What follows belongs to an exercise in optimizing a design on an open flow for small area; a production flow would make more cautious choices.
Function was checked by simulation only, so behaviour that the tests miss may differ from the original.
Power and IR drop assume default switching activity. The flow treats the clock pin as an ideal source, which a real chip does not have.

Setup of build 30:
Design uartAxiBridge, start of the top module:
module uartAxiBridge (
  input  logic        clk,
  input  logic        axi_resetn,
  input  logic [7:0]  rxByte,
  input  logic        rxByteValid,
  input  logic        txReady,
  output logic [7:0]  txByte,
  output logic        txByteStrobe,
  output logic [31:0] axi_awaddr,
  output logic [2:0]  axi_awprot,
  output logic        axi_awvalid,
  input  logic        axi_awready,
  output logic [31:0] axi_wdata,
  output logic [3:0]  axi_wstrb,
  output logic        axi_wvalid,
  input  logic        axi_wready,
  input  logic [1:0]  axi_bresp,
  input  logic        axi_bvalid,
  output logic        axi_bready,
  output logic [31:0] axi_araddr,
  output logic [2:0]  axi_arprot,
  output logic        axi_arvalid,
  input  logic        axi_arready,
  input  logic [31:0] axi_rdata,
  input  logic [1:0]  axi_rresp,
  input  logic        axi_rvalid,
  output logic        axi_rready
);
Settings: LEC_CHECK=0, ABC_AREA=1, CAP_MARGIN=20, CORE_MARGIN=2, CORE_UTILIZATION=40, PLACE_DENSITY=0.8, SLEW_MARGIN=20; clock period 5.5 ns.
standard.sh (not shown) runs the stock make flow with config.mk's settings and CLKGATE_MAP_FILE= SYNTH_SCRIPT=/design/flow/synth_recipe.tcl, a recipe that flattens the netlist after the stock synthesis.
==> flow/flow/run.sh <==
#!/bin/bash
# Own layout flow: the standard ORFS flow (standard.sh) with four changes to how the layout
# is made:
#  - no half/full-adder extraction before ABC (ADDER_MAP_FILE empty): the design has no wide
#    adders, and extraction turned small decoders into half-adder cells;
#  - ABC maps the logic with &nf and area recovery, five rounds (flow/abc_area.script), instead
#    of ORFS's area script,
#    which maps with map -B 0.9 and then buffers and upsizes; flip-flop mapping is unchanged;
#  - a lighter clock tree: no dummy loads, larger sink clusters;
#  - the smallest buffer (buf_1) on the ports.
# Every step's full log stays in orfs/logs/; make's own output goes to make.log in this folder.
set -euo pipefail
here=$(pwd)
rm -rf "$here/scripts_own"
cp -r "$FLOW_HOME/scripts" "$here/scripts_own"
cp "$here/flow/abc_area.script" "$here/scripts_own/abc_area.script"
bash standard.sh finish \
  "SCRIPTS_DIR=$here/scripts_own" \
  "ADDER_MAP_FILE=" \
  "CTS_ARGS=-sink_clustering_enable -repair_clock_nets -dont_use_dummy_load -buf_list sky130_fd_sc_hd__clkbuf_16 -sink_clustering_size 34 -sink_clustering_max_diameter 90" \
  "BUFFER_PORTS_ARGS=-buffer_cell sky130_fd_sc_hd__buf_1" > make.log 2>&1
==> flow/flow/abc_area.script <==
strash
&get -n
&dch -f
&nf -R 1000
&put
strash
&get -n
&dch -f
&nf -R 1000
&put
strash
&get -n
&dch -f
&nf -R 1000
&put
strash
&get -n
&dch -f
&nf -R 1000
&put
strash
&get -n
&dch -f
&nf -R 1000
&put
topo
Inputs modified between build 30 and build 54:
==> flow/flow/run.sh <==
#!/bin/bash
# Own layout flow: the standard ORFS flow (standard.sh) with three changes to how the layout
# is made:
#  - ABC maps the logic with &nf and area recovery, three rounds (flow/abc_area.script), instead
#    of ORFS's area script,
#    which maps with map -B 0.9 and then buffers and upsizes; flip-flop mapping is unchanged;
#  - a lighter clock tree: no dummy loads, larger sink clusters;
#  - the smallest buffer (buf_1) on the ports.
# Every step's full log stays in orfs/logs/; make's own output goes to make.log in this folder.
set -euo pipefail
here=$(pwd)
rm -rf "$here/scripts_own"
cp -r "$FLOW_HOME/scripts" "$here/scripts_own"
cp "$here/flow/abc_area.script" "$here/scripts_own/abc_area.script"
bash standard.sh finish \
  "SCRIPTS_DIR=$here/scripts_own" \
  "CTS_ARGS=-sink_clustering_enable -repair_clock_nets -dont_use_dummy_load -buf_list sky130_fd_sc_hd__clkbuf_16 -sink_clustering_size 34 -sink_clustering_max_diameter 90" \
  "BUFFER_PORTS_ARGS=-buffer_cell sky130_fd_sc_hd__buf_1" > make.log 2>&1
==> flow/flow/abc_area.script <==
strash
&get -n
&dch -f
&nf -R 1000
&put
strash
&get -n
&dch -f
&nf -R 1000
&put
strash
&get -n
&dch -f
&nf -R 1000
&put
topo
==> results.txt <==
Every run (build 30 and build 54) finished clean.
Compared with build 30, build 54 shows power share of the combinational group higher by 7.3 points.
Going from build 30 to build 54, net total in the final layout climbed 4.4%, die outline height climbed 0.72%, multi-input logic portion of the cell area climbed 0.83 points, starting density of the core barely changed.
When build 54 is measured against build 30, its sequential fraction of total cell area turns out 0.83 points lower.
Between build 30 and build 54, the fraction of synthesized cell area in xor and xnor cells figures differ only marginally.
Setup changes, build 54 to build 4
- PLACE_DENSITY changed from 0.8 to 0.9
-- flow/flow/run.sh --
<<< build 54, line 1
#!/bin/bash
# Own layout flow: the standard ORFS flow (standard.sh) with three changes to how the layout
# is made:
#  - ABC maps the logic with &nf and area recovery, three rounds (flow/abc_area.script), instead
#    of ORFS's area script,
>>> build 4, line 1
#!/bin/bash
# Own layout flow: the standard ORFS flow (standard.sh) with four changes to how the layout
# is made:
#  - no half/full-adder extraction before ABC (ADDER_MAP_FILE empty): the design has no wide
#    adders, and extraction turned small decoders into half-adder cells;
#  - ABC maps the logic with &nf and area recovery, five rounds (flow/abc_area.script), instead
#    of ORFS's area script,
<<< build 54, line 16
  "SCRIPTS_DIR=$here/scripts_own" \
  "CTS_ARGS=-sink_clustering_enable -repair_clock_nets -dont_use_dummy_load -buf_list sky130_fd_sc_hd__clkbuf_16 -sink_clustering_size 34 -sink_clustering_max_diameter 90" \
>>> build 4, line 18
  "SCRIPTS_DIR=$here/scripts_own" \
  "ADDER_MAP_FILE=" \
  "CTS_ARGS=-sink_clustering_enable -repair_clock_nets -dont_use_dummy_load -buf_list sky130_fd_sc_hd__clkbuf_16 -sink_clustering_size 34 -sink_clustering_max_diameter 90" \
-- flow/flow/abc_area.script --
<<< build 54, line 1
strash
>>> build 4, line 1
strash
&get -n
&dch -f
&nf -R 1000
&put
strash
&get -n
&dch -f
&nf -R 1000
&put
strash
Notes after the runs:
Power, build 4 vs build 54: down by more than 10%
NOTE: final hold slack in build 4 falls short of that of build 54
Delta(internal cell power, build 4 - build 54) < 0
For the average instance area after synthesis, build 4 came in 2.6% higher than build 54 did.
From build 54 to build 4 the numbers moved as follows: power in combinational cells went down by about 40%, final instance area went down by 1.2%, routed wire length was more or less identical.
> inputs changed (build 4 -> build 26)
- swapping 0.9 for 0.8 in PLACE_DENSITY
==> flow/flow/run.sh <==
#!/bin/bash
# Own layout flow: the standard ORFS flow (standard.sh) with three changes to how the layout
# is made:
#  - ABC restructures the logic with &deepsyn (30 s) and maps it with &nf and area recovery,
#    three rounds (flow/abc_area.script), instead
#    of ORFS's area script,
#    which maps with map -B 0.9 and then buffers and upsizes; flip-flop mapping is unchanged;
#  - a lighter clock tree: no dummy loads, larger sink clusters;
#  - the smallest buffer (buf_1) on the ports.
# Every step's full log stays in orfs/logs/; make's own output goes to make.log in this folder.
set -euo pipefail
here=$(pwd)
rm -rf "$here/scripts_own"
cp -r "$FLOW_HOME/scripts" "$here/scripts_own"
cp "$here/flow/abc_area.script" "$here/scripts_own/abc_area.script"
bash standard.sh finish \
  "SCRIPTS_DIR=$here/scripts_own" \
  "CTS_ARGS=-sink_clustering_enable -repair_clock_nets -dont_use_dummy_load -buf_list sky130_fd_sc_hd__clkbuf_16 -sink_clustering_size 34 -sink_clustering_max_diameter 90" \
  "BUFFER_PORTS_ARGS=-buffer_cell sky130_fd_sc_hd__buf_1" > make.log 2>&1
-- flow/flow/abc_area.script --
<<< build 4, line 2
&get -n
&dch -f
&nf -R 1000
&put
strash
&get -n
&dch -f
&nf -R 1000
&put
>>> build 26, line 2
&get -n
&deepsyn -T 30
&put
Findings:
Build 4 reports its worst setup path endpoint as i_responseQueue.queueMem[3][63]$_DFFE_PP_ while build 26 reports txByte[0]. For build 26, the critical path's slowest cell was sky130_fd_sc_hd__dfxtp_1, unlike build 4, where it was sky130_fd_sc_hd__buf_4. Build 26 reports a higher pre-CTS worst setup slack than build 4 does. The start-to-end type of the worst setup path comes out reg -> out in one run and reg -> reg in the other, namely in build 26 and build 4 respectively. Relative to build 4, build 26 improves first-iteration DRC count. In the metrics for build 4 and build 26, the one carrying the higher worst-case headroom to the max-slew limit is build 4. Summary — core utilization, build 26 relative to build 4: higher, by 0.22 points.
Input-level comparison between build 73 and build 26:
- removing PLACE_DENSITY (formerly 0.8)
-- flow/flow/run.sh --
<<< build 26, line 3
# is made:
#  - ABC restructures the logic with &deepsyn (30 s) and maps it with &nf and area recovery,
#    three rounds (flow/abc_area.script), instead
#    of ORFS's area script,
>>> build 73, line 3
# is made:
#  - ABC maps the logic with &nf and area recovery, three rounds (flow/abc_area.script), instead
#    of ORFS's area script,
<<< build 26, line 17
  "SCRIPTS_DIR=$here/scripts_own" \
  "CTS_ARGS=-sink_clustering_enable -repair_clock_nets -dont_use_dummy_load -buf_list sky130_fd_sc_hd__clkbuf_16 -sink_clustering_size 34 -sink_clustering_max_diameter 90" \
  "BUFFER_PORTS_ARGS=-buffer_cell sky130_fd_sc_hd__buf_1" > make.log 2>&1
>>> build 73, line 16
  "SCRIPTS_DIR=$here/scripts_own" \
  "CTS_ARGS=-sink_clustering_enable -repair_clock_nets -dont_use_dummy_load -buf_list sky130_fd_sc_hd__clkbuf_16 -sink_clustering_size 30 -sink_clustering_max_diameter 100" \
  "BUFFER_PORTS_ARGS=-buffer_cell sky130_fd_sc_hd__buf_1" > make.log 2>&1
-- flow/flow/abc_area.script --
<<< build 26, line 1
strash
&get -n
&deepsyn -T 30
&put
strash
>>> build 73, line 1
strash
==> comparison <==
Relative to build 26, number of well taps has increased by about 0.9% in build 73. The synthesized-area fraction occupied by ao, oa, aoi and oai cells number comes out higher for build 26 vs build 73. Cmp build 26 and build 73 / vertical die dimension / lower: build 26. Build 26 -> build 73: total non-filler cell area in the finished layout increased slightly. There was hardly any difference in clock insertion delay at the later pin of the skew report between build 73 and build 26. Total power of build 73 exceeds that of build 26 by more than 10%. Build 73 against build 26: number of global-route vias before repair increased about 3%, part of the power in combinational logic increased by 7.9 points relative to the old numbers. Total CTS buffers, build 73 vs build 26: up by more than 10%. Signed area change from the synthesized netlist to the final layout was higher in build 73 than in build 26. Side by side, non-clock inverter count in the final layout turned out lower in build 73 than in build 26.

port drivers added, routing unchanged:
How much do the figures lean on ideal ports? The routed layouts below were timed once more, with nothing changed but the port constraints. Step 1 (the two cells are an assumption about what drives the block):
set clk [get_ports {clk}]
set_driving_cell -lib_cell sky130_fd_sc_hd__clkbuf_16 $clk
set_driving_cell -lib_cell sky130_fd_sc_hd__buf_2 [delete_from_list [all_inputs] $clk]
Step 2 moves the port delays by t, midway between the first and last clock arrival at a register: inputs arrive t later, outputs are due t later. That takes back most of the time a late clock gives input paths. a / b / c = ideal / step 1 / step 2; a / b = the first two.
run | t (ns) | slack for setup (ns) | worst hold slack (ns) | worst setup path after step 2 | worst register clock-pin slew, ns
build 30 | 0.635 | 0.729 / 0.668 / 1.062 | 0.433 / 0.433 / 0.433 | register to register | 0.12 / 0.12
build 54 | 0.639 | 0.491 / 0.432 / 1.071 | 0.423 / 0.423 / 0.423 | register to output | 0.12 / 0.12
build 4 | 0.631 | 1.026 / 1.006 / 1.026 | 0.346 / 0.346 / 0.346 | register to register | 0.12 / 0.12
build 26 | 0.619 | 0.671 / 0.608 / 1.227 | 0.400 / 0.400 / 0.400 | register to output | 0.12 / 0.12
build 73 | 0.637 | 0.611 / 0.547 / 1.107 | 0.419 / 0.419 / 0.419 | register to register | 0.11 / 0.11
After both steps every run listed still meets setup and hold.
